Background: an optimization exercise with open tools, aiming at small area. Do not read the settings as production practice. Function was checked by simulation only, so behaviour that the tests miss may differ from the original. In every run shown here, the design's own scripts or RTL, not TritonCTS, make the clock network. The clock port is modelled as an ideal driver, which makes a skipped or thinned clock tree look cheaper than it is; a real chip needs a root buffer or a tree. Power and IR drop assume default switching activity.

**config.mk**
```make
export PLATFORM = sky130hd
export DESIGN_NAME = atsc_dc_blocker
export DESIGN_NICKNAME = atsc_dc_blocker
export VERILOG_FILES = /design/flow/design.v
export SDC_FILE = /design/flow/constraint.sdc
export NUM_CORES = 4
export LEC_CHECK = 0
export CAP_MARGIN = 0
export CORE_MARGIN = 2
export CORE_UTILIZATION = 75
export SLEW_MARGIN = 0
```
**constraint.sdc**
```tcl
create_clock -name core_clock -period 8.0 [get_ports {ce_clk}]
set_input_delay 1.6000 -clock core_clock [delete_from_list [all_inputs] [get_ports {ce_clk}]]
set_output_delay 1.6000 -clock core_clock [all_outputs]
set_load 0.01 [all_outputs]
```
**design.v**
```verilog
module atsc_dc_blocker #(
    parameter int LOG2_LEN = 6,
    parameter int SR_CTRL  = 132
) (
    input  logic        ce_clk,
    input  logic        ce_rst,
    input  logic        set_stb,
    input  logic [7:0]  set_addr,
    input  logic [31:0] set_data,
    input  logic [31:0] in_tdata,
    input  logic        in_tlast,
    input  logic        in_tvalid,
    output logic        in_tready,
    output logic [31:0] out_tdata,
    output logic        out_tlast,
    output logic        out_tvalid,
    input  logic        out_tready
);
    localparam int N  = 1 << LOG2_LEN;
    localparam int SW = 16 + LOG2_LEN;
    localparam logic [7:0] CTRL_ADDR = 8'(SR_CTRL);
    localparam int KS = 14;   
    localparam int KD = 12;   
    function automatic logic [SW-1:0] csadd(input logic [SW-1:0] a, input logic [SW-1:0] b,
                                            input logic cin, input int K);
        logic c, h, run;
        logic [SW-1:0] r;
        c = cin;
        h = 1'b0;
        for (int k = 0; k < SW; k++) begin
            if (k == K) begin
                h = c;
                c = 1'b0;
            end
            r[k] = a[k] ^ b[k] ^ c;
            c    = (a[k] & b[k]) | (c & (a[k] ^ b[k]));
        end
        run = 1'b1;
        for (int k = 0; k < SW; k++) begin
            if (k < K) begin
                csadd[k] = r[k];
            end else begin
                csadd[k] = r[k] ^ (h & run);
                run      = run & r[k];
            end
        end
    endfunction
    function automatic logic [SW+15:0] comp(input logic [15:0] x, input logic [SW-1:0] base,
                                            input logic mean_en, input logic [15:0] nold);
        logic [SW-1:0] s, c, t, r;
        logic [15:0]   mean, xo, mo, no, res;
        mean = base[SW-1:LOG2_LEN] & {16{mean_en}};
        xo   = x ^ 16'h8000;
        mo   = ~(mean ^ 16'h8000);
        no   = nold ^ 16'h8000;
        r    = csadd({{(SW-16){1'b0}}, xo}, {{(SW-16){1'b0}}, mo}, 1'b1, KD);
        if (r[16] == r[15]) res = r[16] ? 16'h7fff : 16'h8000;
        else                res = r[15:0];
        for (int k = 0; k < 16; k++) begin
            s[k] = base[k] ^ xo[k] ^ no[k];
            c[k] = (base[k] & xo[k]) | (base[k] & no[k]) | (xo[k] & no[k]);
        end
        s[SW-1:16] = base[SW-1:16];
        t = csadd(s, {{(SW-16){~c[15]}}, c[14:0], 1'b1}, 1'b0, KS);
        comp = {res, t};
    endfunction
    function automatic logic [5:0] lfsr_next(input logic [5:0] v);
        lfsr_next = {v[4:0], v[5] ^ v[4]};
    endfunction
    localparam logic [5:0] CNT_ONE = 6'b000001;   
    function automatic logic [5:0] lfsr_after(input int n);
        logic [5:0] v;
        v = CNT_ONE;
        for (int k = 0; k < n; k++) v = lfsr_next(v);
        lfsr_after = v;
    endfunction
    localparam logic [5:0] CNT_LAST = lfsr_after(62);
    logic                    out_tvalid_q;
    logic [31:0]             out_tdata_q;
    logic                    out_tlast_q;
    logic [SW-1:0]           sum_i_q, sum_q_q;
    logic [5:0]              cnt_q;
    logic                    full_q;
    logic                    bypass_q;
    logic                    clear_q;
    logic [31:0]             win [N];
    logic                    accept, ctrl_wr, old_vld;
    logic [SW-1:0]           base_i, base_q;
    logic [15:0]             nold_i, nold_q;
    logic [SW+15:0]          r_i, r_q;
    logic                    unused_bits;
    assign in_tready  = ~out_tvalid_q | out_tready;
    assign accept     = in_tvalid & in_tready;
    assign ctrl_wr    = set_stb & (set_addr == CTRL_ADDR);
    assign out_tdata  = out_tdata_q;
    assign out_tlast  = out_tlast_q;
    assign out_tvalid = out_tvalid_q;
    assign old_vld = full_q & ~clear_q;
    assign base_i  = clear_q ? '0 : sum_i_q;
    assign base_q  = clear_q ? '0 : sum_q_q;
    assign nold_i  = ~({16{old_vld}} & win[N-1][31:16]);
    assign nold_q  = ~({16{old_vld}} & win[N-1][15:0]);
    assign r_i     = comp(in_tdata[31:16], base_i, ~bypass_q, nold_i);
    assign r_q     = comp(in_tdata[15:0],  base_q, ~bypass_q, nold_q);
    assign unused_bits = ^{set_data[31:2]};
    always_ff @(posedge ce_clk or posedge ce_rst) begin
        if (ce_rst) begin
            out_tvalid_q <= 1'b0;
            bypass_q     <= 1'b0;
            clear_q      <= 1'b1;
        end else begin
            out_tvalid_q <= accept | (out_tvalid_q & ~out_tready);
            if (ctrl_wr) bypass_q <= set_data[0];
            clear_q      <= (ctrl_wr & set_data[1]) | (clear_q & ~accept);
        end
    end
    always_ff @(posedge ce_clk) begin
        if (accept) begin
            out_tdata_q <= {r_i[SW+15:SW], r_q[SW+15:SW]};
            out_tlast_q <= in_tlast;
            sum_i_q     <= r_i[SW-1:0];
            sum_q_q     <= r_q[SW-1:0];
            cnt_q       <= clear_q ? CNT_ONE : lfsr_next(cnt_q);
            full_q      <= ~clear_q & (full_q | (cnt_q == CNT_LAST));
            win[0]      <= in_tdata;
            for (int k = 1; k < N; k++) win[k] <= win[k-1];
        end
    end
endmodule
```
**flow/run.sh**
```bash
#!/bin/bash
# Layout flow: the standard flow (standard.sh) with two nets buffered by hand, through
# ORFS's step hooks (ORFS reads the hooks and settings below from the environment).
# - Clock: before ORFS's CTS step, flow/clock_tree.tcl (hook flow/cts_hook.tcl) clusters the
#   flip-flops by recursive bisection of their placement and drives each cluster from one
#   clock buffer at its centre; the leaf buffers are driven the same way by a balanced tree
#   whose top buffers the clock port drives, so every flip-flop is the same number of buffers
#   from the port. Buffers are sized to keep the flip-flop clock-pin slew low, and after
#   legalisation flow/cts_post_hook.tcl upsizes any that are still over the limit.
#   ORFS's clock_tree_synthesis call is skipped.
# - Sample-accept net (the enable of every window register): before ORFS's resize step,
#   flow/enable_tree.tcl (hook flow/resize_hook.tcl) replaces the buffers placement put on
#   it with a two-level tree over placement clusters.
# - Ports get one-unit buffers.
# standard.sh's output goes to standard.log; each ORFS step keeps its own log under orfs/logs.
set -e
HERE=$(cd "$(dirname "${BASH_SOURCE[0]}")" && pwd)
export PRE_CTS_TCL="$HERE/cts_hook.tcl"
export POST_CTS_TCL="$HERE/cts_post_hook.tcl"
export CT_LEVELS="sky130_fd_sc_hd__clkbuf_8:20:60 sky130_fd_sc_hd__clkbuf_8:8 sky130_fd_sc_hd__clkbuf_16:6 sky130_fd_sc_hd__clkbuf_16:4"
export CT_ROOT_MAX=4
export CT_SLEW_LEAF=0.116
export CT_SLEW_MID=0.100
export CT_FIX_LEAF=0.118
export CT_FIX_MID=0.130
export PRE_RESIZE_TCL="$HERE/resize_hook.tcl"
export DT_LEVELS="sky130_fd_sc_hd__buf_6:200 sky130_fd_sc_hd__buf_8:40"
export BUFFER_PORTS_ARGS="-buffer_cell sky130_fd_sc_hd__buf_1"
bash standard.sh > standard.log 2>&1
```
**flow/clock_tree.tcl**
```tcl
# Builds the clock tree by hand. CT_LEVELS lists, from the leaves up, "cell:N:HP" per level:
# the clock's flip-flops are split by recursive bisection of their placement into groups of at
# most N whose bounding box half-perimeter is at most HP um, each group driven by one buffer
# placed at its centre; the level's buffers are grouped the same way by the next level, and so
# on until at most CT_ROOT_MAX buffers remain, which the clock port drives. Every flip-flop is
# then the same number of buffers from the port. The buffers are then sized to the smallest
# clock buffer that keeps their loads' slew within a target (ct_size); ct_fix upsizes where
# the slew is still over a limit after legalisation.
proc ct_env {name default} {
  if {[info exists ::env($name)] && $::env($name) ne ""} { return $::env($name) }
  return $default
}
set ct_levels [ct_env CT_LEVELS "sky130_fd_sc_hd__clkbuf_4:12 sky130_fd_sc_hd__clkbuf_8:14 sky130_fd_sc_hd__clkbuf_16:16"]
set ct_root_max [ct_env CT_ROOT_MAX 1]

proc ct_hp {items} {
  set xs [lmap it $items {lindex $it 0}]
  set ys [lmap it $items {lindex $it 1}]
  return [expr {[tcl::mathfunc::max {*}$xs] - [tcl::mathfunc::min {*}$xs] + [tcl::mathfunc::max {*}$ys] - [tcl::mathfunc::min {*}$ys]}]
}

# Groups of at most maxn items whose bounding box half-perimeter is at most maxhp (dbu).
proc ct_cluster {items maxn maxhp} {
  set n [llength $items]
  if {$n <= 1 || ($n <= $maxn && [ct_hp $items] <= $maxhp)} { return [list $items] }
  set k [expr {max(2, int(ceil(double($n) / $maxn)))}]
  set halves [ct_split $items 2 $k]
  set out {}
  foreach h $halves { set out [concat $out [ct_cluster $h $maxn $maxhp]] }
  return $out
}

proc ct_split {items k {kk 0}} {
  # with kk > 0: split into two parts in the ratio floor(kk/2) : kk - floor(kk/2)
  if {$kk > 0} {
    set xs [lmap it $items {lindex $it 0}]
    set ys [lmap it $items {lindex $it 1}]
    set dx [expr {[tcl::mathfunc::max {*}$xs] - [tcl::mathfunc::min {*}$xs]}]
    set dy [expr {[tcl::mathfunc::max {*}$ys] - [tcl::mathfunc::min {*}$ys]}]
    set idx [expr {$dx >= $dy ? 0 : 1}]
    set sorted [lsort -real -index $idx $items]
    set n [llength $sorted]
    set n1 [expr {int(round(double($n) * ($kk / 2) / $kk))}]
    return [list [lrange $sorted 0 [expr {$n1 - 1}]] [lrange $sorted $n1 end]]
  }
  # items: list of {x y obj}; k: number of groups wanted
  if {$k <= 1} { return [list $items] }
  set xs [lmap it $items {lindex $it 0}]
  set ys [lmap it $items {lindex $it 1}]
  set dx [expr {[tcl::mathfunc::max {*}$xs] - [tcl::mathfunc::min {*}$xs]}]
  set dy [expr {[tcl::mathfunc::max {*}$ys] - [tcl::mathfunc::min {*}$ys]}]
  set idx [expr {$dx >= $dy ? 0 : 1}]
  set sorted [lsort -real -index $idx $items]
  set n [llength $sorted]
  set k1 [expr {$k / 2}]
  set k2 [expr {$k - $k1}]
  set n1 [expr {int(round(double($n) * $k1 / $k))}]
  set a [lrange $sorted 0 [expr {$n1 - 1}]]
  set b [lrange $sorted $n1 end]
  return [concat [ct_split $a $k1] [ct_split $b $k2]]
}

set block [ord::get_db_block]
set db [ord::get_db]
set clk_net [$block findNet [ct_env CT_NET ce_clk]]
# items are {x y iterm}
set items {}
foreach it [$clk_net getITerms] {
  set inst [$it getInst]
  set bb [$inst getBBox]
  lappend items [list [expr {([$bb xMin] + [$bb xMax]) / 2}] [expr {([$bb yMin] + [$bb yMax]) / 2}] $it]
}
puts "clock tree: [llength $items] sinks on [$clk_net getName]"
set lvl 0
set nbuf 0
set specs $ct_levels
while {[llength $items] > $ct_root_max} {
  if {[llength $specs] > 1} {
    set spec [lindex $specs 0]
    set specs [lrange $specs 1 end]
  } else {
    set spec [lindex $specs 0]
  }
  lassign [split $spec :] master_name maxn maxhp
  if {$maxhp eq ""} { set maxhp 1e12 } else { set maxhp [expr {$maxhp * 1000}] }
  set master [$db findMaster $master_name]
  set groups [ct_cluster $items $maxn $maxhp]
  set next {}
  set gi 0
  foreach g $groups {
    set sx 0; set sy 0
    foreach it $g { set sx [expr {$sx + [lindex $it 0]}]; set sy [expr {$sy + [lindex $it 1]}] }
    set cx [expr {int($sx / [llength $g])}]
    set cy [expr {int($sy / [llength $g])}]
    set name "ctbuf_${lvl}_${gi}"
    set inst [odb::dbInst_create $block $master $name]
    $inst setLocation [expr {$cx - [$master getWidth] / 2}] [expr {$cy - [$master getHeight] / 2}]
    $inst setPlacementStatus PLACED
    set net [odb::dbNet_create $block "ctnet_${lvl}_${gi}"]
    $net setSigType CLOCK
    foreach it $g {
      set iterm [lindex $it 2]
      $iterm disconnect
      $iterm connect $net
    }
    [$inst findITerm X] connect $net
    set a [$inst findITerm A]
    $a connect $clk_net
    lappend next [list $cx $cy $a]
    incr gi
    incr nbuf
  }
  puts "clock tree level $lvl: [llength $groups] x $master_name (at most $maxn loads each)"
  set items $next
  incr lvl
}
puts "clock tree: $nbuf buffers, [llength $items] driven by the port"

# Size each buffer to the smallest of CT_SIZES whose loads' slew, with placement-estimated
# parasitics, is at most CT_SLEW_LEAF (leaves) or CT_SLEW_MID (above). Two passes from the
# leaves up, so each level sees its loads' final input capacitance.
# ORFS sources hooks inside a procedure; the procedures below read these as globals.
global ct_sizes ct_slew_leaf ct_slew_mid ct_nlevels
set ct_sizes [ct_env CT_SIZES "sky130_fd_sc_hd__clkbuf_2 sky130_fd_sc_hd__clkbuf_4 sky130_fd_sc_hd__clkbuf_8 sky130_fd_sc_hd__clkbuf_16"]
set ct_slew_leaf [ct_env CT_SLEW_LEAF 0.105]
set ct_slew_mid [ct_env CT_SLEW_MID 0.150]
set ct_nlevels $lvl
set_propagated_clock [all_clocks]
estimate_parasitics -placement
proc ct_load_slew {inst} {
  set mx 0
  foreach it [[[$inst findITerm X] getNet] getITerms] {
    if {[$it isInputSignal] || [[$it getMTerm] getName] eq "CLK"} {
      set p [get_pins "[[$it getInst] getName]/[[$it getMTerm] getName]"]
      set s [get_property $p slew_max]
      if {$s > $mx} { set mx $s }
    }
  }
  return $mx
}
proc ct_level_insts {l} {
  set out {}
  foreach inst [[ord::get_db_block] getInsts] {
    if {[string match "ctbuf_${l}_*" [$inst getName]]} { lappend out $inst }
  }
  return $out
}
proc ct_size {} {
  for {set pass 0} {$pass < 2} {incr pass} {
    for {set l 0} {$l < $::ct_nlevels} {incr l} {
      set target [expr {$l == 0 ? $::ct_slew_leaf : $::ct_slew_mid}]
      foreach inst [ct_level_insts $l] {
        foreach m $::ct_sizes {
          $inst swapMaster [[ord::get_db] findMaster $m]
          if {[ct_load_slew $inst] <= $target} { break }
        }
      }
    }
  }
  puts "clock tree: sized"
}
# Upsize, one step at a time, every buffer whose loads' slew is over limit (CT_FIX_LEAF for
# leaves, CT_FIX_MID above), from the top level down, until none is or no size is left.
proc ct_next_size {m} {
  set i [lsearch $::ct_sizes $m]
  if {$i < 0 || $i + 1 >= [llength $::ct_sizes]} { return "" }
  return [lindex $::ct_sizes [expr {$i + 1}]]
}
proc ct_fix {} {
  set fix_leaf [ct_env CT_FIX_LEAF 0.118]
  set fix_mid [ct_env CT_FIX_MID 0.130]
  set n 0
  for {set l [expr {$::ct_nlevels - 1}]} {$l >= 0} {incr l -1} {
    set limit [expr {$l == 0 ? $fix_leaf : $fix_mid}]
    foreach inst [ct_level_insts $l] {
      while {[ct_load_slew $inst] > $limit} {
        set m [ct_next_size [[$inst getMaster] getName]]
        if {$m eq ""} { break }
        $inst swapMaster [[ord::get_db] findMaster $m]
        incr n
      }
    }
  }
  puts "clock tree: upsized $n times"
  return $n
}
ct_size
```
**flow/cts_hook.tcl**
```tcl
# PRE_CTS_TCL hook for ORFS's cts.tcl: build the clock tree with clock_tree.tcl, then make
# cts.tcl's clock_tree_synthesis call a no-op; the rest of cts.tcl (legalisation, timing
# repair) runs as usual.
source [file join [file dirname [info script]] clock_tree.tcl]
rename clock_tree_synthesis ct_unused_clock_tree_synthesis
proc clock_tree_synthesis {args} {
  puts "clock tree built by cts_hook.tcl; clock_tree_synthesis $args skipped"
}
```
**flow/cts_post_hook.tcl**
```tcl
# POST_CTS_TCL hook for ORFS's cts.tcl: after legalisation, upsize any clock buffer whose
# loads' slew is over limit (ct_fix in clock_tree.tcl), then legalise again.
estimate_parasitics -placement
if {[ct_fix] > 0} {
  detailed_placement
  check_placement -verbose
  estimate_parasitics -placement
}
set mx 0
foreach pin [all_registers -clock_pins -edge_triggered] {
  set s [get_property $pin slew_max]
  if {$s > $mx} { set mx $s }
}
puts "clock tree: largest flip-flop clock-pin slew after CTS $mx"
```
**flow/enable_tree.tcl**
```tcl
# Rebuilds the buffer tree of the net that drives the window's enable pins (the accept
# signal): the buffers that placement put on it are removed, and DT_LEVELS lists, from the
# leaves up, "cell:N" per level: the net's loads are split by recursive bisection of their
# placement into groups of at most N, each driven by one buffer at the group's centre; that
# level's buffers are grouped the same way by the next level, whose buffers the net's
# original driver drives.
proc dt_env {name default} {
  if {[info exists ::env($name)] && $::env($name) ne ""} { return $::env($name) }
  return $default
}
proc dt_split2 {items} {
  set xs [lmap it $items {lindex $it 0}]
  set ys [lmap it $items {lindex $it 1}]
  set dx [expr {[tcl::mathfunc::max {*}$xs] - [tcl::mathfunc::min {*}$xs]}]
  set dy [expr {[tcl::mathfunc::max {*}$ys] - [tcl::mathfunc::min {*}$ys]}]
  set idx [expr {$dx >= $dy ? 0 : 1}]
  set sorted [lsort -real -index $idx $items]
  set n1 [expr {[llength $sorted] / 2}]
  return [list [lrange $sorted 0 [expr {$n1 - 1}]] [lrange $sorted $n1 end]]
}
proc dt_cluster {items maxn} {
  if {[llength $items] <= $maxn} { return [list $items] }
  set out {}
  foreach h [dt_split2 $items] { set out [concat $out [dt_cluster $h $maxn]] }
  return $out
}
proc dt_is_buf {inst} {
  set m [[$inst getMaster] getName]
  return [expr {[string match sky130_fd_sc_hd__buf_* $m] || [string match sky130_fd_sc_hd__clkbuf_* $m]}]
}
proc dt_driver {net} {
  foreach it [$net getITerms] { if {[$it isOutputSignal]} { return $it } }
  return ""
}

set block [ord::get_db_block]
set db [ord::get_db]
# the root: walk back from an enable pin through buffers
set de ""
foreach inst [$block getInsts] {
  if {[[$inst getMaster] getName] eq "sky130_fd_sc_hd__edfxtp_1"} { set de [$inst findITerm DE]; break }
}
set net [$de getNet]
while {1} {
  set d [dt_driver $net]
  if {$d eq "" || ![dt_is_buf [$d getInst]]} { break }
  set net [[[$d getInst] findITerm A] getNet]
}
set root $net
# collect the loads through buffers and the buffers themselves
set sinks {}
set bufs {}
set todo [list $root]
while {[llength $todo]} {
  set n [lindex $todo 0]
  set todo [lrange $todo 1 end]
  foreach it [$n getITerms] {
    if {[$it isOutputSignal]} { continue }
    set inst [$it getInst]
    if {[dt_is_buf $inst] && [[$it getMTerm] getName] eq "A"} {
      lappend bufs $inst
      lappend todo [[$inst findITerm X] getNet]
    } else {
      lappend sinks $it
    }
  }
}
puts "enable tree: root [$root getName], [llength $sinks] loads, [llength $bufs] buffers removed"
foreach b $bufs {
  set on [[$b findITerm X] getNet]
  foreach it [$b getITerms] { $it disconnect }
  odb::dbInst_destroy $b
  if {$on ne "NULL" && $on ne "" && [llength [$on getITerms]] == 0 && [llength [$on getBTerms]] == 0} { odb::dbNet_destroy $on }
}
foreach it $sinks { $it disconnect; $it connect $root }
set items {}
foreach it $sinks {
  set bb [[$it getInst] getBBox]
  lappend items [list [expr {([$bb xMin] + [$bb xMax]) / 2}] [expr {([$bb yMin] + [$bb yMax]) / 2}] $it]
}
set lvl 0
set gi 0
foreach spec [dt_env DT_LEVELS "sky130_fd_sc_hd__buf_8:120 sky130_fd_sc_hd__buf_8:20"] {
  lassign [split $spec :] mname maxn
  if {[llength $items] <= 2} { break }
  set master [$db findMaster $mname]
  set next {}
  foreach g [dt_cluster $items $maxn] {
    set sx 0; set sy 0
    foreach it $g { set sx [expr {$sx + [lindex $it 0]}]; set sy [expr {$sy + [lindex $it 1]}] }
    set cx [expr {int($sx / [llength $g])}]
    set cy [expr {int($sy / [llength $g])}]
    set inst [odb::dbInst_create $block $master "dtbuf_${lvl}_${gi}"]
    $inst setLocation [expr {$cx - [$master getWidth] / 2}] [expr {$cy - [$master getHeight] / 2}]
    $inst setPlacementStatus PLACED
    set n [odb::dbNet_create $block "dtnet_${lvl}_${gi}"]
    foreach it $g { [lindex $it 2] disconnect; [lindex $it 2] connect $n }
    [$inst findITerm X] connect $n
    [$inst findITerm A] connect $root
    lappend next [list $cx $cy [$inst findITerm A]]
    incr gi
  }
  puts "enable tree level $lvl: [llength $next] x $mname"
  set items $next
  incr lvl
}
```
**flow/resize_hook.tcl**
```tcl
# PRE_RESIZE_TCL hook for ORFS's resize.tcl: rebuild the enable net's buffer tree with
# enable_tree.tcl before ORFS's repair_design checks the design.
source [file join [file dirname [info script]] enable_tree.tcl]
```
**standard.sh**
```bash
#!/bin/bash
# synth_recipe.tcl (not shown) runs the flow's synth.tcl, then flattens the netlist and writes it again
# the make line also repeats each setting of config.mk as NAME=value (left out here)
make -C /OpenROAD-flow-scripts/flow DESIGN_CONFIG=/design/flow/config.mk WORK_HOME=/design/flow/orfs CLKGATE_MAP_FILE= SYNTH_SCRIPT=/design/flow/synth_recipe.tcl "${@:-finish}"
```
==> summary.md, run 1 <==
| Metric | Value |
|---|---|
| Drt drc | `0` |
| Least-Margin Pin Slew | `~1.2 ns` |
| Most common cell after layout, fill and taps aside | `edfxtp_1` |
| # fillers | `4136` |
| Router iterations before antenna repair | `5` |
| Mux contribution to synthesized area | `0.0718%` |
| Commonest non-fill, non-tap cells in the layout | `edfxtp_1, inv_1, clkbuf_8` |
| Synth Area in XOR/XNOR | `0.258%` |
| Core area | `0.0899 mm2` |
| Peak supply drop | `223 uV` |
| Yosys top cell area share | `94.2%` |
| Outcome | `finished clean` |
| First-pass GRT wire length | `124000 um` |
| Crit path from | `in_tdata[1]` |
| Yosys top cell by area | `edfxtp_1` |
| Final cell count without fillers | `3993` |
| Tcrit/Tclk final | `between 90% and 100%` |
| Leakage power | `0.0235 uW` |
| Synth Area in Simple Gates | `roughly 1.2%` |
| Cell count after synthesis | `between 2000 and 3000` |
| Synth Net Count | `2765` |
| Path category of the worst min-delay check | `register to register` |
| Power density cells | `282 mW/mm2` |
| Synthesis warning total | `2` |
| Crit path DAT | `between 7 and 8 ns` |
| Largest net degree at the start of global routing | `135` |
| Via count | `22760` |
| Worst Skew | `0.0630 ns` |
| Layout cells sized above 1 | `7.03%` |
| Synth-to-layout area growth | `5.61%` |
| Antenna violations before repair | `4` |
| RePlAce Congestion | `approximately 0.84` |
| # placed instances | `roughly 3800` |
| Synth Area in Compound Gates | `less than 1%` |
| Buf/Inv on CP | `5` |
| Site row count | `110` |
| Critical Path Source Type | `input port` |
| Sequential-to-total area share from yosys stat | `about 94%` |
| Reg2Reg Launch Point | `clear_q` |
| Area occupied by multi-input gates | `0.00341 mm2` |
| Slew Limit Headroom | `22.9%` |
| Crit path kind | `input port to register` |
| Number of routed nets with antenna violations | `0` |
| Min-delay src | `win[37][4]` |
| Die Wd | `305 um` |
| Final Hold Viols | `0` |
| Hold depth | `0` |
| CP Capture Type | `register` |
| Total die area | `just over 0.09 mm2` |
| Remaining Overflow, GRT | `0` |
| Post-Syn Area | `0.0680 mm2` |
| Worst Reg2Reg Path Length in Cells | `22` |
| Worst stage delay on the critical path | `roughly 0.57 ns` |
| Crit-path max FO | `5` |
| Synth area leaders | `edfxtp_1, fa_1, inv_1` |
| Post-DR wirelength/cell | `20.6 um` |
| Overall Power | `20200 uW` |
| Die height | `305 um` |
| CTS clk-pin slew, worst paths | `about 0.10 ns` |
| Pins Over Slew Limit | `0` |
| RSZ-0062 raised after global routing | `no` |
| Max cap viols | `0` |
| FF/Latch Area | `0.0641 mm2` |
| Initial Utilization | `around three quarters` |
| Tmin final | `around 7.6 ns` |
| Synth Area per Inst | `around 26 um2` |
| Final WL | `82200 um` |
| Critical Path, Cell by Cell | `buf_1 > buf_4 > inv_1 > fa_1 > fa_1 > inv_1 > fa_1 > fa_1 > fa_1 > fa_1 > fa_1 > fa_1 > fa_1 > fa_1 > fa_1 > fa_1 > fa_1 > inv_1 > fa_1 > nand4bb_1 > nor2_1 > xnor2_1` |
| Synthesis-stage register bit count | `between 2000 and 2500` |
| Port-buffer cells | `82` |
| 1st-iter DRT viols | `about 2300` |
| Vias in the first global route | `21957` |
| DPL Wire Length | `43200 um` |
| Post-synth cell types | `40` |
| Vias per cell | `5.70` |
| WP depth | `22` |
| I/O Pins | `113` |
| Gr usage total | `17.4%` |
| Most used cell, CP | `fa_1` |
| Fin nets | `3033` |
| Cell family with most CP delay | `adder cells` |
| Adder-cell area share of the yosys netlist | `under 10%` |
| Crit path max-delay cell type | `fa_1` |
| # setup viols final | `0` |
| Largest family of logic cells by synthesized area | `adder cells` |
| FMAX | `0.132 GHz` |
| Clk Latency, worst-skew pair | `0.58 ns` |
| CP required | `8.31 ns` |
power by group:
| group | leakage (uW) | switching [uW] | internal, uW | total, uW |
|---|---|---|---|---|
| Sequential | 0.0203 | 268 | 13400 | 13700 |
| Combinational | 0.00220 | 1410 | 821 | 2230 |
| Clock | 0.000989 | 2760 | 1530 | 4290 |
| Total | 0.0235 | 4440 | 15800 | 20200 |
layout make-up:
class	count	share of cell area, %
Sequential cell	2135	89.3
Buffer	163	2.85
Multi-Input combinational cell	325	4.75
Tap cell	1176	2.05
Timing Repair Buffer	91	0.523
Inverter	102	0.533
Antenna cell	1	0.00349
kinds of logic after synthesis:
| kind of cell | count (synthesis) |
|---|---|
| adder cells (fa/ha/maj) | 109 |
| buffers and inverters | 118 |
| multiplexers | 3 |
| flip-flops | 2135 |
| XOR/XNOR | 20 |
| AND/OR/NAND/NOR | 154 |
| AO/OA/AOI/OAI | 39 |
cell usage after synthesis:
cell,count
edfxtp_1,2132
inv_1,102
fa_1,98
nand2_1,46
nor2_1,35
and2_1,26
a21oi_1,17
nor2b_1,17
ha_1,11
xnor2_1,11
a21oi_2,10
xor2_1,9
clkbuf_1,8
or2_2,7
buf_6,4
nand2b_1,4
nor3_1,4
a211oi_1,3
buf_2,3
a21o_1,2
and3b_1,2
dfrtp_1,2
nand3_1,2
nand4b_4,2
nand4bb_1,2
nor3b_1,2
o21a_1,2
o21bai_1,2
or3_1,2
a31oi_1,1
buf_1,1
dfstp_2,1
mux2_2,1
mux2_4,1
mux2i_4,1
nand4_1,1
nor4bb_1,1
o211a_1,1
o22ai_1,1
or2_1,1
routing by layer:
layer	vias up	part of all wire, %	routed length [um]	GRT usage [%]
met1	11687	48	39400	29.5
met2	565	43	35600	24.6
met3	135	6.6	5410	3.19
li1	10373	-	-	-
met4	0	2.2	1820	3.83
met5	-	0	0	0
sequential cells by signal, indices dropped and copies added, names as in the netlist, 6 cells and up:
register and count:
cnt_q 6, sum_q_q 22, win 2048, sum_i_q 22
out_tdata_q 32
through the flow:
step           instance area, um2  hold WS [ns]  setup slack (ns)  TNS [ns]  util [%]
2_1_floorplan               68000         0.400             -8.90         -         -
3_3_place_gp                70100         0.402            0.0763         0      78.0
3_5_place_dp                69900         0.405            -0.102    -0.498      77.8
5_1_grt                     71800         0.393             0.231         0      79.9
6_report                    71800         0.374             0.439         0      79.9
worst register-to-register path, cell delays in order, from the launching register on:
cell	delay (ns)
dfstp_2	0.48
nor2b_2	0.70
nand2_1	0.16
fa_1	0.45
inv_1	0.11
fa_1	0.18
inv_1	0.05
fa_1	0.39
fa_1	0.40
fa_1	0.42
fa_1	0.41
fa_1	0.39
fa_1	0.40
fa_1	0.39
fa_1	0.39
fa_1	0.40
fa_1	0.41
fa_1	0.39
inv_1	0.09
fa_1	0.19
nand4bb_1	0.25
nor2_1	0.12
xnor2_1	0.15
final timing paths:
path / end / slack, ns
worst max-delay path: sum_q_q[20] / 0.44
worst min-delay path: win[38][4] / 0.37
worst max register to register: sum_q_q[20] / 0.48
worst min register to register: win[38][4] / 0.37
max in group asynchronous: clear_q / 6.78
min in group asynchronous: out_tvalid_q / 0.94
==> inputs of run 2 (changes only) <==
--- a/flow/run.sh
+++ b/flow/run.sh
@@ -6,5 +6,6 @@
 #   clock buffer at its centre; the leaf buffers are driven the same way by a balanced tree
 #   whose top buffers the clock port drives, so every flip-flop is the same number of buffers
-#   from the port. Buffers are sized to keep the flip-flop clock-pin slew low, and after
+#   from the port. The two lowest levels are inverters, so the flip-flops see the clock's
+#   own polarity. Buffers are sized to keep the flip-flop clock-pin slew low, and after
 #   legalisation flow/cts_post_hook.tcl upsizes any that are still over the limit.
 #   ORFS's clock_tree_synthesis call is skipped.
@@ -18,5 +19,5 @@
 export PRE_CTS_TCL="$HERE/cts_hook.tcl"
 export POST_CTS_TCL="$HERE/cts_post_hook.tcl"
-export CT_LEVELS="sky130_fd_sc_hd__clkbuf_8:20:60 sky130_fd_sc_hd__clkbuf_8:8 sky130_fd_sc_hd__clkbuf_16:6 sky130_fd_sc_hd__clkbuf_16:4"
+export CT_LEVELS="sky130_fd_sc_hd__inv_8:24:70 sky130_fd_sc_hd__inv_12:6 sky130_fd_sc_hd__clkbuf_16:6 sky130_fd_sc_hd__clkbuf_16:4"
 export CT_ROOT_MAX=4
 export CT_SLEW_LEAF=0.116
--- a/flow/clock_tree.tcl
+++ b/flow/clock_tree.tcl
@@ -4,5 +4,6 @@
 # placed at its centre; the level's buffers are grouped the same way by the next level, and so
 # on until at most CT_ROOT_MAX buffers remain, which the clock port drives. Every flip-flop is
-# then the same number of buffers from the port. The buffers are then sized to the smallest
+# then the same number of buffers from the port. A level may use inverters (inv_*); the tree
+# must then have an even number of inverting levels. The buffers are then sized to the smallest
 # clock buffer that keeps their loads' slew within a target (ct_size); ct_fix upsizes where
 # the slew is still over a limit after legalisation.
@@ -13,4 +14,11 @@
 set ct_levels [ct_env CT_LEVELS "sky130_fd_sc_hd__clkbuf_4:12 sky130_fd_sc_hd__clkbuf_8:14 sky130_fd_sc_hd__clkbuf_16:16"]
 set ct_root_max [ct_env CT_ROOT_MAX 1]
+
+proc ct_out {inst} {
+  set o [$inst findITerm X]
+  if {$o eq "NULL" || $o eq ""} { set o [$inst findITerm Y] }
+  return $o
+}
+proc ct_is_inv {name} { return [string match *inv_* $name] }
 
 proc ct_hp {items} {
@@ -104,5 +112,5 @@
       $iterm connect $net
     }
-    [$inst findITerm X] connect $net
+    [ct_out $inst] connect $net
     set a [$inst findITerm A]
     $a connect $clk_net
@@ -116,4 +124,13 @@
 }
 puts "clock tree: $nbuf buffers, [llength $items] driven by the port"
+set ninv 0
+foreach spec [lrange $ct_levels 0 [expr {$lvl - 1}]] {
+  if {[ct_is_inv [lindex [split $spec :] 0]]} { incr ninv }
+}
+if {$lvl > [llength $ct_levels]} {
+  set last [lindex $ct_levels end]
+  if {[ct_is_inv [lindex [split $last :] 0]]} { incr ninv [expr {$lvl - [llength $ct_levels]}] }
+}
+if {$ninv % 2} { error "clock tree: $ninv inverting levels; the flip-flops would see the inverted clock" }
 
 # Size each buffer to the smallest of CT_SIZES whose loads' slew, with placement-estimated
@@ -121,5 +138,6 @@
 # leaves up, so each level sees its loads' final input capacitance.
 # ORFS sources hooks inside a procedure; the procedures below read these as globals.
-global ct_sizes ct_slew_leaf ct_slew_mid ct_nlevels
+global ct_sizes ct_inv_sizes ct_slew_leaf ct_slew_mid ct_nlevels
+set ct_inv_sizes [ct_env CT_INV_SIZES "sky130_fd_sc_hd__inv_2 sky130_fd_sc_hd__inv_4 sky130_fd_sc_hd__inv_6 sky130_fd_sc_hd__inv_8 sky130_fd_sc_hd__inv_12 sky130_fd_sc_hd__inv_16"]
 set ct_sizes [ct_env CT_SIZES "sky130_fd_sc_hd__clkbuf_2 sky130_fd_sc_hd__clkbuf_4 sky130_fd_sc_hd__clkbuf_8 sky130_fd_sc_hd__clkbuf_16"]
 set ct_slew_leaf [ct_env CT_SLEW_LEAF 0.105]
@@ -130,5 +148,5 @@
 proc ct_load_slew {inst} {
   set mx 0
-  foreach it [[[$inst findITerm X] getNet] getITerms] {
+  foreach it [[[ct_out $inst] getNet] getITerms] {
     if {[$it isInputSignal] || [[$it getMTerm] getName] eq "CLK"} {
       set p [get_pins "[[$it getInst] getName]/[[$it getMTerm] getName]"]
@@ -151,5 +169,6 @@
       set target [expr {$l == 0 ? $::ct_slew_leaf : $::ct_slew_mid}]
       foreach inst [ct_level_insts $l] {
-        foreach m $::ct_sizes {
+        set sizes [expr {[ct_is_inv [[$inst getMaster] getName]] ? $::ct_inv_sizes : $::ct_sizes}]
+        foreach m $sizes {
           $inst swapMaster [[ord::get_db] findMaster $m]
           if {[ct_load_slew $inst] <= $target} { break }
@@ -163,7 +182,8 @@
 # leaves, CT_FIX_MID above), from the top level down, until none is or no size is left.
 proc ct_next_size {m} {
-  set i [lsearch $::ct_sizes $m]
-  if {$i < 0 || $i + 1 >= [llength $::ct_sizes]} { return "" }
-  return [lindex $::ct_sizes [expr {$i + 1}]]
+  set sizes [expr {[ct_is_inv $m] ? $::ct_inv_sizes : $::ct_sizes}]
+  set i [lsearch $sizes $m]
+  if {$i < 0 || $i + 1 >= [llength $sizes]} { return "" }
+  return [lindex $sizes [expr {$i + 1}]]
 }
 proc ct_fix {} {
==> flow/cts_hook.tcl (replaced) <==
# PRE_CTS_TCL hook for ORFS's cts.tcl: build the clock tree with clock_tree.tcl, then make
# cts.tcl's repair_clock_inverters and clock_tree_synthesis calls no-ops (the tree's two
# inverting levels are its own); the rest of cts.tcl (legalisation, timing repair) runs as
# usual.
source [file join [file dirname [info script]] clock_tree.tcl]
rename repair_clock_inverters ct_unused_repair_clock_inverters
proc repair_clock_inverters {args} {
  puts "clock tree built by cts_hook.tcl; repair_clock_inverters $args skipped"
}
rename clock_tree_synthesis ct_unused_clock_tree_synthesis
proc clock_tree_synthesis {args} {
  puts "clock tree built by cts_hook.tcl; clock_tree_synthesis $args skipped"
}
--- a/config.mk
+++ b/config.mk
@@ -8,4 +8,4 @@
 export CAP_MARGIN = 0
 export CORE_MARGIN = 2
-export CORE_UTILIZATION = 75
+export CORE_UTILIZATION = 70
 export SLEW_MARGIN = 0
==> summary.md, run 2 <==
| Metric | Value |
|---|---|
| Tcrit/Tclk final | `95.8% (+1.3 points)` |
| Path category of the worst min-delay check | `register to register` |
| Commonest non-fill, non-tap cells in the layout | `edfxtp_1, inv_1, fa_1` |
| Critical Path Source Type | `register` |
| Post-DR wirelength/cell | `20.0 um (-2.6%)` |
| Max cap viols | `0 (unchanged)` |
| CTS clk-pin slew, worst paths | `0.11 ns (about the same)` |
| Crit path DAT | `8.01 ns (+0.14 ns)` |
| Core area | `0.0964 mm2 (+7.3%)` |
| Power density cells | `280 mW/mm2 (-0.74%)` |
| Number of routed nets with antenna violations | `0 (unchanged)` |
| Outcome | `finished clean` |
| Slack of the critical path | `0.333 ns (-0.107 ns)` |
| Synth Area per Inst | `26.4 um2 (unchanged)` |
| Pins Over Slew Limit | `0 (unchanged)` |
| Via count | `22839 (+0.35%)` |
| Slew Limit Headroom | `20.9% (-2.0 points)` |
| 1st-iter DRT viols | `2475 (+6.1%)` |
| Clk Latency, worst-skew pair | `0.53 ns (-0.05 ns)` |
| Worst stage delay on the critical path | `0.95 ns (+0.38 ns)` |
| Most used cell, CP | `fa_1` |
| Yosys top cell area share | `94.2% (unchanged)` |
| Top reg by flops | `win` |
| EDFF count, synth | `2132 (unchanged)` |
| Drt drc | `0 (unchanged)` |
| Buf/Inv on CP | `3 (-2)` |
| Peak supply drop | `219 uV (-1.5%)` |
| Synthesis warning total | `2 (unchanged)` |
| Largest regs | `win (2048), out_tdata_q (32)` |
| Critical Path, Cell by Cell | `nor2b_2 > and2_1 > fa_1 > fa_1 > inv_1 > fa_1 > fa_1 > fa_1 > fa_1 > fa_1 > fa_1 > fa_1 > fa_1 > fa_1 > fa_1 > fa_1 > inv_1 > fa_1 > nand4bb_1 > buf_4 > xor2_1` |
| CP required | `8.35 ns (+0.04 ns)` |
| I/O Pins | `113 (unchanged)` |
| Post-Syn Area | `0.0680 mm2 (unchanged)` |
| Post-layout util | `74.2% (-5.7 points)` |
| Total die area | `0.0996 mm2 (+7.0%)` |
| Port-buffer cells | `82 (unchanged)` |
| Synth Net Count | `2765 (unchanged)` |
| Site row count | `114 (+3.6%)` |
| Setup TNS | `0 ns (unchanged)` |
| Worst Skew | `0.0583 ns (-0.00470 ns)` |
| DPL Wire Length | `42200 um (-2.3%)` |
| CP Capture Type | `register` |
| Sequential-to-total area share from yosys stat | `94.3% (unchanged)` |
| RSZ-0062 raised after global routing | `no` |
| # fillers | `5282 (+28%)` |
| Post-synth top cells | `edfxtp_1, inv_1, fa_1, nand2_1, nor2_1` |
| Largest net degree at the start of global routing | `135 (unchanged)` |
| # placed instances | `3948 (+2.7%)` |
| Vias per cell | `5.62 (-1.5%)` |
| Synth-to-layout area growth | `5.20%` |
| # setup viols final | `0 (unchanged)` |
| First-pass GRT wire length | `123000 um (-0.43%)` |
| Crit-path max FO | `16 (+11)` |
| Die height | `316 um (+3.5%)` |
| Layout cells sized above 1 | `6.20% (-0.83 points)` |
| Synth area leaders | `edfxtp_1, fa_1, inv_1` |
| Leakage power | `0.0233 uW (-0.90%)` |
| Initial Utilization | `70.5% (-5.1 points)` |
| Final WL | `81500 um (-0.84%)` |
| Most common cell after layout, fill and taps aside | `edfxtp_1` |
| Remaining Overflow, GRT | `0 (unchanged)` |
| Diodes inserted | `0 (-1)` |
| Pre-CTS setup slack | `-0.140 ns (-0.0375 ns)` |
| Main synth FF type | `edfxtp_1` |
| Antenna violations before repair | `4 (unchanged)` |
| Router iterations before antenna repair | `5 (unchanged)` |
| Async SR Flop Fraction | `0.141% (unchanged)` |
| RePlAce Congestion | `0.803 (-4.7%)` |
| Crit path max-delay cell type | `dfstp_2` |
| Final cell count without fillers | `4067 (+1.9%)` |
| Synthesis-stage register bit count | `2135 (unchanged)` |
| Crit path kind | `register to register` |
| Die Wd | `316 um (+3.5%)` |
| Gr usage total | `16.0% (-1.3 points)` |
| FMAX | `0.130 GHz (-1.4%)` |
| Tmin final | `7.67 ns (+0.107 ns)` |
| Fin nets | `3000 (-1.1%)` |
| Number of flip-flops in the largest register | `2048 (unchanged)` |
| Final hold slack | `0.390 ns (+0.0163 ns)` |
| Vias in the first global route | `21688 (-1.2%)` |
| Least-Margin Pin Slew | `1.19 ns (+0.0301 ns)` |
| Final Hold Viols | `0 (unchanged)` |
| Post-synth cell types | `40 (unchanged)` |
| Count leader, synth | `edfxtp_1` |
| Yosys top cell by area | `edfxtp_1` |
| Cell family with most CP delay | `adder cells` |
| Cell count after synthesis | `2578 (unchanged)` |
## run 2: cell families after synthesis
logic type / count (synthesis) / synth area share [%]
compound gates: 39 / 0.387
xor+xnor: 20 / 0.258
fa+ha+maj: 109 / 3.09
buf+inv: 118 / 0.701
flops: 2135 / 94.3
mux: 3 / 0.0718
simple gates: 154 / 1.19
## run 2: report_power, final
group          leakage [uW]  total, uW  internal [uW]  switching, uW
Clock              0.000768       4080            608           3470
Sequential           0.0203      13700          13400            267
Combinational       0.00221       2220            813           1400
Total                0.0233      20000          14800           5140
## run 2: worst paths after layout
path	startpoint	to	slack [ns]	cells past startpoint
setup / recovery	clear_q	sum_q_q[17]	0.33	21
hold / removal	win[40][28]	win[41][28]	0.39	0
setup reg to reg	clear_q	sum_q_q[17]	0.33	21
hold reg to reg	win[40][28]	win[41][28]	0.39	0
max in group asynchronous	ce_rst	clear_q	6.85	2
min in group asynchronous	ce_rst	bypass_q	0.92	2
## run 2: layout make-up
| class | count | area (um2) | share of cell area (%) |
|---|---|---|---|
| plain buffers | 20 | 270 | 0.378 |
| inverters | 218 | 1740 | 2.44 |
| multi-input cells | 325 | 3410 | 4.77 |
| flip-flops and latches | 2135 | 64100 | 89.6 |
| well taps | 1276 | 1600 | 2.23 |
| repair buffers | 93 | 390 | 0.546 |
## run 2: through the flow
stage	power (uW)	area [um2]
2_1_floorplan	15800	68000
3_3_place_gp	16000	70200
3_5_place_dp	16200	70100
5_1_grt	20900	71500
6_report	20000	71500
## run 2: metal layers
layer / track usage (%) / routed length (um) / vias to the layer above
met4: 3.78 / 2110 / 4
met2: 21.9 / 34400 / 422
met3: 2.42 / 4050 / 144
met1: 28.3 / 41000 / 11900
li1: - / - / 10369
met5: 0 / 24 / -
==> inputs of run 3 (changes only) <==
--- a/flow/run.sh
+++ b/flow/run.sh
@@ -19,5 +19,5 @@
 export PRE_CTS_TCL="$HERE/cts_hook.tcl"
 export POST_CTS_TCL="$HERE/cts_post_hook.tcl"
-export CT_LEVELS="sky130_fd_sc_hd__inv_8:24:70 sky130_fd_sc_hd__inv_12:6 sky130_fd_sc_hd__clkbuf_16:6 sky130_fd_sc_hd__clkbuf_16:4"
+export CT_LEVELS="sky130_fd_sc_hd__inv_8:24:70 sky130_fd_sc_hd__inv_16:8 sky130_fd_sc_hd__clkbuf_16:6 sky130_fd_sc_hd__clkbuf_16:4"
 export CT_ROOT_MAX=4
 export CT_SLEW_LEAF=0.116
==> flow/cts_post_hook.tcl (replaced) <==
for {set round 0} {$round < 4} {incr round} {
  estimate_parasitics -placement
  if {[ct_fix] == 0} { break }
  detailed_placement
  check_placement -verbose
}
estimate_parasitics -placement
set mx 0
foreach pin [all_registers -clock_pins -edge_triggered] {
  set s [get_property $pin slew_max]
  if {$s > $mx} { set mx $s }
}
puts "clock tree: largest flip-flop clock-pin slew after CTS $mx"
==> summary.md, run 3 <==
| Metric | Value |
|---|---|
| CP required | `8.27 ns (-0.08 ns)` |
| Die height | `316 um (unchanged)` |
| Async SR Flop Fraction | `0.141% (unchanged)` |
| Crit path kind | `input port to register` |
| Pins Over Slew Limit | `0 (unchanged)` |
| Drt drc | `0 (unchanged)` |
| Worst Reg2Reg Path Length in Cells | `21 (unchanged)` |
| Reg2Reg Launch Point | `clear_q` |
| Tmin final | `7.58 ns (-0.0830 ns)` |
| Core area | `0.0964 mm2 (unchanged)` |
| Post-DR wirelength/cell | `20.0 um (-0.13%)` |
| Final Hold Viols | `0 (unchanged)` |
| Max cap viols | `0 (unchanged)` |
| Tcrit/Tclk final | `94.8% (-1.0 points)` |
| FF/Latch Area | `0.0641 mm2 (unchanged)` |
| Setup TNS | `0 ns (unchanged)` |
| Worst Skew | `0.0606 ns (+0.00230 ns)` |
| RePlAce Congestion | `0.803 (unchanged)` |
| I/O Pins | `113 (unchanged)` |
| Synthesis warning total | `2 (unchanged)` |
| Hold depth | `0 (unchanged)` |
| Clk Latency, worst-skew pair | `0.52 ns (about the same)` |
| RSZ-0062 raised after global routing | `no` |
| Gr usage total | `16.0% (-0.021 points)` |
| Number of routed nets with antenna violations | `0 (unchanged)` |
| Commonest non-fill, non-tap cells in the layout | `edfxtp_1, inv_1, fa_1` |
| Final hold slack | `0.391 ns (+0.00101 ns)` |
| Synth Net Count | `2765 (unchanged)` |
| FMAX | `0.132 GHz (+1.1%)` |
| Cell count after synthesis | `2578 (unchanged)` |
| Via count | `22787 (-0.23%)` |
| Synth-to-layout area growth | `5.10%` |
| CTS clk-pin slew, worst paths | `0.11 ns (about the same)` |
| Sequential-to-total area share from yosys stat | `94.3% (unchanged)` |
| Vias in the first global route | `21591 (-0.45%)` |
| Synth area leaders | `edfxtp_1, fa_1, inv_1` |
| Main synth FF type | `edfxtp_1` |
| First-pass GRT wire length | `123000 um (-0.15%)` |
| Crit-path max FO | `5 (-11)` |
| DPL Wire Length | `42200 um (unchanged)` |
| 1st-iter DRT viols | `2538 (+2.5%)` |
| # setup viols final | `0 (unchanged)` |
| Remaining Overflow, GRT | `0 (unchanged)` |
| Diodes inserted | `0 (unchanged)` |
| Site row count | `114 (unchanged)` |
| Slew Limit Headroom | `19.5% (-1.4 points)` |
| Largest net degree at the start of global routing | `135 (unchanged)` |
| Yosys top cell area share | `94.2% (unchanged)` |
| Port-buffer cells | `82 (unchanged)` |
| Initial Utilization | `70.5% (unchanged)` |
| Count leader, synth | `edfxtp_1` |
| Crit path from | `in_tdata[1]` |
| Critical Path Source Type | `input port` |
| Most common cell after layout, fill and taps aside | `edfxtp_1` |
| Overall Power | `19900 uW (-0.43%)` |
| Post-synth cell types | `40 (unchanged)` |
| # fillers | `5311 (+0.55%)` |
| Die Wd | `316 um (unchanged)` |
| Fin nets | `2996 (-0.13%)` |
| Total die area | `0.0996 mm2 (unchanged)` |
| Outcome | `finished clean` |
| Area occupied by multi-input gates | `0.00341 mm2 (unchanged)` |
| Path category of the worst min-delay check | `register to register` |
| Top reg by flops | `win` |
| Final cell count without fillers | `4063 (-0.098%)` |
| Leakage power | `0.0233 uW (-0.15%)` |
| Largest regs | `win (2048), out_tdata_q (32)` |
| Number of flip-flops in the largest register | `2048 (unchanged)` |
| Post-synth top cells | `edfxtp_1, inv_1, fa_1, nand2_1, nor2_1` |
| Layout cells sized above 1 | `6.06% (-0.13 points)` |
| Post-Syn Area | `0.0680 mm2 (unchanged)` |
| CP Capture Type | `register` |
| Critical R2R Capture | `sum_q_q[19]` |
| Post-layout util | `74.1% (-0.075 points)` |
| Crit path DAT | `7.85 ns (-0.16 ns)` |
| Final WL | `81300 um (-0.23%)` |
| Peak supply drop | `207 uV (-5.4%)` |
| Reg-to-reg setup timing slack | `0.45 ns (+0.12 ns)` |
| Synthesis-stage register bit count | `2135 (unchanged)` |
| Yosys top cell by area | `edfxtp_1` |
| Vias per cell | `5.61 (-0.13%)` |
| Power density cells | `279 mW/mm2 (-0.33%)` |
| Router iterations before antenna repair | `5 (unchanged)` |
| Critical Path Sink | `sum_q_q[19]` |
| Synth Area per Inst | `26.4 um2 (unchanged)` |
| EDFF count, synth | `2132 (unchanged)` |
| # placed instances | `3948 (unchanged)` |
| Least-Margin Pin Slew | `1.21 ns (+0.0205 ns)` |
| Antenna violations before repair | `3 (-1)` |
-- run 3: cell counts after synthesis --
Identical to the previous run, type by type.
-- run 3: where the power goes --
part           total, uW  leakage, uW  switching (uW)  internal, uW
combinational       2210      0.00221            1400           813
sequential         13700       0.0203             267         13400
clock               4000     0.000734            3420           579
-- run 3: kinds of logic after synthesis --
family | synth area share, %
AO/OA/AOI/OAI | 0.387
XOR/XNOR | 0.258
adder cells (fa/ha/maj) | 3.09
buffers and inverters | 0.701
flip-flops | 94.3
multiplexers | 0.0718
AND/OR/NAND/NOR | 1.19
-- run 3: worst min path at each step --
stage	from	to	slack [ns]
finish	win[38][27]	win[39][27]	0.39
floorplan	win[9][0]	win[10][0]	0.40
global route	win[26][27]	win[27][27]	0.40
global placement	win[2][4]	win[3][4]	0.40
detailed placement	win[11][26]	win[12][26]	0.40
-- run 3: per-layer routing --
layer	wire length (um)	GRT usage, %	vias to the layer above
li1	-	-	10364
met4	1770	3.31	0
met2	34300	21.9	429
met1	41000	28.4	11866
met3	4280	2.47	128
met5	0	0	-
-- run 3: metrics by stage --
step	cell area [um2]	worst slack (ns)
3_5_place_dp	70100	-0.140
6_report	71400	0.416
3_3_place_gp	70200	0.0489
5_1_grt	71400	0.165
2_1_floorplan	68000	-8.90
-- run 3: area by class of cell --
type                       instances  share of cell area, %
sequential                      2135                   89.7
multi-input combinational        325                   4.77
inverter                         214                   2.34
tap                             1276                   2.23
timing repair buffer              93                  0.546
buffer                            20                  0.378
-- run 3: critical path, stage by stage --
cell and delay, ns:
buf_1 0.07, buf_4 0.16, inv_1 0.10, fa_1 0.57, fa_1 0.17, inv_1 0.05, fa_1 0.38, fa_1 0.39
fa_1 0.40, fa_1 0.41, fa_1 0.40, fa_1 0.40, fa_1 0.41, fa_1 0.40, fa_1 0.39, fa_1 0.40
fa_1 0.37, inv_1 0.07, fa_1 0.19, nand4bb_1 0.24, nor3_1 0.12, xnor2_1 0.16
==> inputs of run 4 (changes only) <==
--- a/config.mk
+++ b/config.mk
@@ -8,4 +8,4 @@
 export CAP_MARGIN = 0
 export CORE_MARGIN = 2
-export CORE_UTILIZATION = 70
+export CORE_UTILIZATION = 76
 export SLEW_MARGIN = 0
==> summary.md, run 4 <==
| Metric | Value |
|---|---|
| Outcome | `finished clean` |
| Synth Net Count | `2765 (unchanged)` |
| Mux contribution to synthesized area | `0.0718% (unchanged)` |
| Initial Utilization | `76.8% (+6.3 points)` |
| Peak supply drop | `216 uV (+4.2%)` |
| Via count | `22749 (-0.17%)` |
| Site row count | `109 (-4.4%)` |
| EDFF count, synth | `2132 (unchanged)` |
| Drt drc | `0 (unchanged)` |
| Comb power frac | `11.1% (about the same)` |
| Post-Syn Area | `0.0680 mm2 (unchanged)` |
| Final WL | `80400 um (-1.1%)` |
| Gr usage total | `17.3% (+1.2 points)` |
| Path category of the worst min-delay check | `register to register` |
| CP Capture Type | `register` |
| Synth Area in Simple Gates | `1.19% (unchanged)` |
| Final Hold Viols | `0 (unchanged)` |
| Yosys top cell area share | `94.2% (unchanged)` |
| Crit-path max FO | `5 (unchanged)` |
| Number of routed nets with antenna violations | `0 (unchanged)` |
| Top reg by flops | `win` |
| Vias in the first global route | `21493 (-0.45%)` |
| Crit path kind | `input port to register` |
| Adder-cell area share of the yosys netlist | `3.09% (unchanged)` |
| Async SR Flop Fraction | `0.141% (unchanged)` |
| Part of the power in registers | `69.1% (+0.3 points)` |
| I/O Pins | `113 (unchanged)` |
| Tcrit/Tclk final | `94.5% (-0.28 points)` |
| Critical Path, Cell by Cell | `buf_1 > buf_4 > inv_1 > fa_1 > fa_1 > inv_1 > fa_1 > fa_1 > fa_1 > fa_1 > fa_1 > fa_1 > fa_1 > fa_1 > fa_1 > fa_1 > fa_1 > inv_1 > fa_1 > nand4bb_1 > nor3_1 > xnor2_1` |
| Port-buffer cells | `82 (unchanged)` |
| Die Wd | `303 um (-4.0%)` |
| Tmin final | `7.56 ns (-0.0224 ns)` |
| Crit path max-delay cell type | `fa_1` |
| Number of flip-flops in the largest register | `2048 (unchanged)` |
| Synth area leaders | `edfxtp_1, fa_1, inv_1` |
| Power density cells | `278 mW/mm2 (-0.23%)` |
| Area occupied by multi-input gates | `0.00341 mm2 (unchanged)` |
| Vias per cell | `5.75 (+2.6%)` |
| Remaining Overflow, GRT | `0 (unchanged)` |
| Router iterations before antenna repair | `5 (unchanged)` |
| Largest regs | `win (2048), out_tdata_q (32)` |
| Yosys top cell by area | `edfxtp_1` |
| Min-delay src | `win[8][11]` |
| Clock power frac | `19.9% (-0.2 points)` |
| Synth Area in Compound Gates | `0.387% (unchanged)` |
| Max cap viols | `0 (unchanged)` |
| RePlAce Congestion | `0.810 (+0.81%)` |
| Post-DR wirelength/cell | `20.3 um (+1.6%)` |
| Worst stage delay on the critical path | `0.57 ns (about the same)` |
| # fillers | `3955 (-26%)` |
| Final hold slack | `0.381 ns (-0.0105 ns)` |
| Pins Over Slew Limit | `0 (unchanged)` |
| Switching Share | `25.3% (-0.30 points)` |
| Sequential-to-total area share from yosys stat | `94.3% (unchanged)` |
| Commonest non-fill, non-tap cells in the layout | `edfxtp_1, inv_1, fa_1` |
| Post-route cell area | `0.0713 mm2 (-0.17%)` |
| Reg2Reg Launch Point | `clear_q` |
| Antenna violations before repair | `6 (+3)` |
| Count leader, synth | `edfxtp_1` |
| Most used cell, CP | `fa_1` |
| Hold depth | `0 (unchanged)` |
| CTS clk-pin slew, worst paths | `0.10 ns (about the same)` |
| Core area | `0.0885 mm2 (-8.2%)` |
| Critical Path Source Type | `input port` |
| Layout cells sized above 1 | `6.10% (+0.034 points)` |
| Fin nets | `3006 (+0.33%)` |
| Clk Latency, worst-skew pair | `0.49 ns (-0.03 ns)` |
| Worst Reg2Reg Path Length in Cells | `22 (+4.8%)` |
| Synthesis-stage register bit count | `2135 (unchanged)` |
| Die height | `303 um (-4.0%)` |
| FMAX | `0.132 GHz (+0.30%)` |
| Cell count after synthesis | `2578 (unchanged)` |
| Largest net degree at the start of global routing | `135 (unchanged)` |
| First-pass GRT wire length | `121000 um (-2.0%)` |
| Largest family of logic cells by synthesized area | `adder cells` |
| Cell Area, Placed | `0.0700 mm2 (-0.17%)` |
| Post-synth top cells | `edfxtp_1, inv_1, fa_1, nand2_1, nor2_1` |
| Critical R2R Capture | `sum_q_q[19]` |
| Reg-to-reg setup timing slack | `0.75 ns (+0.30 ns)` |
| RSZ-0062 raised after global routing | `no` |
| Worst Skew | `0.0542 ns (-0.00644 ns)` |
| Synth Area per Inst | `26.4 um2 (unchanged)` |
| # setup viols final | `0 (unchanged)` |
| Least-Margin Pin Slew | `1.13 ns (-0.0779 ns)` |
| Worst hold path endpoint | `win[9][11]` |
| Psw | `5010 uW (-1.6%)` |
| Slew Limit Headroom | `24.7% (+5.2 points)` |
| Total die area | `0.0918 mm2 (-7.8%)` |
| CP required | `8.21 ns (-0.06 ns)` |
| FF/Latch Area | `0.0641 mm2 (unchanged)` |
| Synth-to-layout area growth | `4.92%` |
| Synth Area in XOR/XNOR | `0.258% (unchanged)` |
| DPL Wire Length | `42400 um (+0.40%)` |
| Leakage power | `0.0233 uW (about the same)` |
| Main synth FF type | `edfxtp_1` |
| Post-synth cell types | `40 (unchanged)` |
| Most common cell after layout, fill and taps aside | `edfxtp_1` |
| Pint | `14800 uW (about the same)` |
| Crit path DAT | `7.77 ns (-0.08 ns)` |
| 1st-iter DRT viols | `2307 (-9.1%)` |
| Synthesis warning total | `2 (unchanged)` |
[run 4: cell families after synthesis]
group | count (synthesis)
xor gates and xnor gates | 20
muxes | 3
adders and majority gates | 109
DFF | 2135
and+or+nand+nor | 154
AOI/OAI and AO/OA | 39
buffers and inverters | 118
[run 4: layer usage]
metal	track usage (%)	share of wire (%)
met4	3.86	2.3
met5	0	0.034
met3	2.79	5.8
met2	24.5	44
met1	29.6	48
[run 4: cell type report]
cell class | instances | area share [%]
diodes | 1 | 0.00351
plain buffers | 20 | 0.379
inverters | 212 | 2.34
multi-input cells | 325 | 4.78
flip-flops and latches | 2135 | 89.9
well taps | 1165 | 2.04
repair buffers | 96 | 0.579
[run 4: power groups by stage]
stage / logic, uW / registers (uW) / clock network (uW)
final: 2190 / 13700 / 3940
after global routing: 2480 / 13800 / 4490
after floorplan: 1580 / 14200 / 0
after detailed placement: 2220 / 13900 / 0
after global placement: 2050 / 13900 / 0
[run 4: critical path, delay by kind of cell]
family,cells,cell delay [ns]
buffers and inverters,5,0.44
XOR/XNOR,1,0.14
AND/OR/NAND/NOR,2,0.33
adder cells (fa/ha/maj),14,5.25
[run 4: worst max-delay path by stage]
stage	from	end
6_report	in_tdata[1]	sum_q_q[19]
5_1_grt	in_tdata[1]	sum_q_q[19]
3_5_place_dp	in_tdata[1]	sum_q_q[19]
3_3_place_gp	in_tdata[1]	sum_q_q[19]
2_1_floorplan	out_tready	cnt_q[0]
[run 4: metrics by stage]
stage | util [%] | setup slack [ns] | TNS (ns) | cells | power [uW]
finish | 80.6 | 0.438 | 0 | 3954 | 19800
global route | 80.6 | 0.185 | 0 | 3953 | 20700
detailed placement | 79.0 | -0.0581 | -0.170 | 3840 | 16100
global placement | 79.2 | 0.0623 | 0 | 3852 | 15900
floorplan | - | -8.90 | - | 2578 | 15800
==> inputs of run 5 (changes only) <==
--- a/config.mk
+++ b/config.mk
@@ -8,4 +8,4 @@
 export CAP_MARGIN = 0
 export CORE_MARGIN = 2
-export CORE_UTILIZATION = 76
+export CORE_UTILIZATION = 73
 export SLEW_MARGIN = 0
==> summary.md, run 5 <==
| Metric | Value |
|---|---|
| # placed instances | `3912 (+1.9%)` |
| Post-layout util | `77.6% (-3.0 points)` |
| Tcrit/Tclk final | `94.1% (-0.41 points)` |
| Crit path kind | `register to register` |
| CP required | `8.22 ns (about the same)` |
| CTS clk-pin slew, worst paths | `0.11 ns (about the same)` |
| Die Wd | `309 um (+2.0%)` |
| Synth-to-layout area growth | `4.99% (about the same)` |
| Core area | `0.0919 mm2 (+3.9%)` |
| Most used cell, CP | `fa_1` |
| RSZ-0062 raised after global routing | `no` |
| Die height | `309 um (+2.0%)` |
| Outcome | `finished clean` |
| Reg2Reg Launch Point | `clear_q` |
| Fin nets | `2995 (-0.37%)` |
| 1st-iter DRT viols | `2394 (+3.8%)` |
| Slew Limit Headroom | `23.5% (-1.2 points)` |
| FF/Latch Area | `0.0641 mm2 (unchanged)` |
| Area occupied by multi-input gates | `0.00341 mm2 (unchanged)` |
| Path category of the worst min-delay check | `register to register` |
| Hold depth | `0 (unchanged)` |
| Router iterations before antenna repair | `5 (unchanged)` |
| Post-DR wirelength/cell | `19.5 um (-4.1%)` |
| Power density cells | `278 mW/mm2 (about the same)` |
| Critical R2R Capture | `sum_q_q[19]` |
| Worst Skew | `0.0808 ns (+0.0266 ns)` |
| FMAX | `0.133 GHz (+0.44%)` |
| Commonest non-fill, non-tap cells in the layout | `edfxtp_1, inv_1, fa_1` |
| Vias per cell | `5.61 (-2.5%)` |
| Gr usage total | `16.2% (-1.0 points)` |
| Site row count | `111 (+1.8%)` |
| Final cell count without fillers | `4027 (+1.8%)` |
| Min-delay src | `win[23][30]` |
| I/O Pins | `113 (unchanged)` |
| Top reg by flops | `win` |
| Sequential-to-total area share from yosys stat | `94.3% (unchanged)` |
| Synthesis warning total | `2 (unchanged)` |
| Async SR Flop Fraction | `0.141% (unchanged)` |
| Diodes inserted | `0 (-1)` |
| Initial Utilization | `73.9% (-2.9 points)` |
| Least-Margin Pin Slew | `1.15 ns (+0.0182 ns)` |
| Synthesis-stage register bit count | `2135 (unchanged)` |
| Total die area | `0.0956 mm2 (+4.1%)` |
| Post-synth cell types | `40 (unchanged)` |
| Remaining Overflow, GRT | `0 (unchanged)` |
| EDFF count, synth | `2132 (unchanged)` |
| Largest regs | `win (2048), out_tdata_q (32)` |
| Critical Path, Cell by Cell | `nor2b_2 > nand2_1 > fa_1 > inv_1 > fa_1 > inv_1 > fa_1 > fa_1 > fa_1 > fa_1 > fa_1 > fa_1 > fa_1 > fa_1 > fa_1 > fa_1 > fa_1 > inv_1 > fa_1 > nand4bb_1 > nor3_1 > xnor2_1` |
| RePlAce Congestion | `0.815 (+0.72%)` |
| Most common cell after layout, fill and taps aside | `edfxtp_1` |
| Main synth FF type | `edfxtp_1` |
| Number of routed nets with antenna violations | `0 (unchanged)` |
| # setup viols final | `0 (unchanged)` |
| Cell family with most CP delay | `adder cells` |
| Final Hold Viols | `0 (unchanged)` |
| Crit-path max FO | `20 (+15)` |
| Post-Syn Area | `0.0680 mm2 (unchanged)` |
| Max cap viols | `0 (unchanged)` |
| Buf/Inv on CP | `3 (-2)` |
| Synth area leaders | `edfxtp_1, fa_1, inv_1` |
| Worst stage delay on the critical path | `0.73 ns (+0.16 ns)` |
| Critical Path Source Type | `register` |
| First-pass GRT wire length | `119000 um (-1.2%)` |
| Worst Reg2Reg Path Length in Cells | `22 (unchanged)` |
| DPL Wire Length | `41100 um (-3.0%)` |
| WP depth | `22 (unchanged)` |
| Yosys top cell by area | `edfxtp_1` |
| Overall Power | `19800 uW (about the same)` |
| Vias in the first global route | `21005 (-2.3%)` |
| Clk Latency, worst-skew pair | `0.52 ns (+0.03 ns)` |
| Tmin final | `7.53 ns (-0.0330 ns)` |
| Synth Net Count | `2765 (unchanged)` |
| Via count | `22579 (-0.75%)` |
| Count leader, synth | `edfxtp_1` |
| Largest net degree at the start of global routing | `135 (unchanged)` |
| CP Capture Type | `register` |
| Final WL | `78600 um (-2.3%)` |
| Post-synth top cells | `edfxtp_1, inv_1, fa_1, nand2_1, nor2_1` |
| Number of flip-flops in the largest register | `2048 (unchanged)` |
| Cell count after synthesis | `2578 (unchanged)` |
| Worst hold path endpoint | `win[24][30]` |
| Layout cells sized above 1 | `5.96% (-0.13 points)` |
| Drt drc | `0 (unchanged)` |
| Port-buffer cells | `82 (unchanged)` |
| # fillers | `4688 (+19%)` |
| Synth Area per Inst | `26.4 um2 (unchanged)` |
| Crit path DAT | `7.75 ns (-0.02 ns)` |
| Reg-to-reg setup timing slack | `0.47 ns (-0.28 ns)` |
| Leakage power | `0.0233 uW (about the same)` |
| Peak supply drop | `213 uV (-1.6%)` |
| Antenna violations before repair | `3 (-3)` |
| Pins Over Slew Limit | `0 (unchanged)` |
| Crit path max-delay cell type | `nor2b_2` |
| Yosys top cell area share | `94.2% (unchanged)` |
-- run 5: cell counts after synthesis --
Identical to the previous run, type by type.
-- run 5: worst register-to-register path: stages (launching register included) --
cell	delay (ns)
dfstp_2	0.49
nor2b_2	0.73
nand2_1	0.16
fa_1	0.47
inv_1	0.11
fa_1	0.18
inv_1	0.05
fa_1	0.37
fa_1	0.39
fa_1	0.40
fa_1	0.40
fa_1	0.40
fa_1	0.40
fa_1	0.39
fa_1	0.39
fa_1	0.39
fa_1	0.39
fa_1	0.37
inv_1	0.07
fa_1	0.18
nand4bb_1	0.23
nor3_1	0.11
xnor2_1	0.14
-- run 5: cell type report --
class,count,area share [%]
flip-flops and latches,2135,89.8
multi-input cells,325,4.78
inverters,214,2.33
well taps,1243,2.18
repair buffers,90,0.515
plain buffers,20,0.379
-- run 5: power breakdown --
group | internal (uW) | leakage, uW | switching (uW) | total (uW)
clock | 576 | 0.000734 | 3370 | 3940
sequential | 13400 | 0.0203 | 255 | 13700
combinational | 809 | 0.00220 | 1390 | 2200
-- run 5: how the worst max path moves through the flow --
stage | startpoint | to | slack, ns
finish | clear_q | sum_q_q[19] | 0.47
global route | clear_q | sum_q_q[19] | 0.15
detailed placement | in_tdata[1] | sum_q_q[19] | -0.03
global placement | in_tdata[1] | sum_q_q[19] | 0.05
floorplan | out_tready | cnt_q[0] | -8.90
-- run 5: kinds of logic (layout without fill, tap and decap cells) --
logic type | count (synthesis) | after routing | share of synthesized area, %
compound gates | 39 | 39 | 0.387
xor+xnor | 20 | 20 | 0.258
fa+ha+maj | 109 | 109 | 3.09
buf+inv | 118 | 324 | 0.701
flops | 2135 | 2135 | 94.3
mux | 3 | 3 | 0.0718
simple gates | 154 | 154 | 1.19
-- run 5: per-layer routing --
layer / GRT usage [%] / vias to the layer above / part of all wire [%] / wire [um]
met5: 0 / - / 0.018 / 14
met4: 3.31 / 2 / 2.2 / 1700
met2: 21.8 / 430 / 42 / 32700
li1: - / 10342 / - / -
met1: 28.6 / 11672 / 50 / 39300
met3: 3.46 / 133 / 6.3 / 4950
-- run 5: metrics by stage --
stage                     hold slack (ns)  setup slack [ns]  TNS (ns)  instance area, um2
after floorplan                     0.400             -8.90         -               68000
after global placement              0.401            0.0495         0               70100
final                               0.366             0.471         0               71400
after global routing                0.381             0.152         0               71400
after detailed placement            0.405           -0.0329   -0.0384               70000

-- static timing again, ports no longer ideal --
How much do the figures lean on ideal ports? The routed layouts below were timed once more, with nothing changed but the port constraints.
Step 1: set_driving_cell puts a clkbuf_16 on ce_clk and a buf_2 on each other input, an assumption about the parent block.
Step 2, shift: input delay + t, output delay - t, t = (earliest + latest rising clock arrival at the registers) / 2. This alone moves slack from input paths to output paths.
Slacks: ideal / step 1 / step 2; pairs: ideal / step 1.
| run | shift t [ns] | setup slack, ns | worst setup path at the end | clock arrival spread, ns |
|---|---|---|---|---|
| run 1 | 0.660 | 0.439 / 0.485 / -0.129 | input to register | 0.082 / 0.082 |
| run 2 | 0.619 | 0.333 / 0.332 / -0.120 | input to register | 0.068 / 0.068 |
| run 3 | 0.614 | 0.416 / 0.452 / -0.092 | input to register | 0.084 / 0.084 |
| run 4 | 0.591 | 0.438 / 0.528 / -0.062 | input to register | 0.079 / 0.079 |
| run 5 | 0.595 | 0.471 / 0.471 / -0.016 | input to register | 0.087 / 0.087 |
Met with ideal ports but missed after step 2: setup timing in every run listed. The setup slack of run 1, which loses most, moves by +0.046 ns with the drivers and by -0.568 ns with both steps.
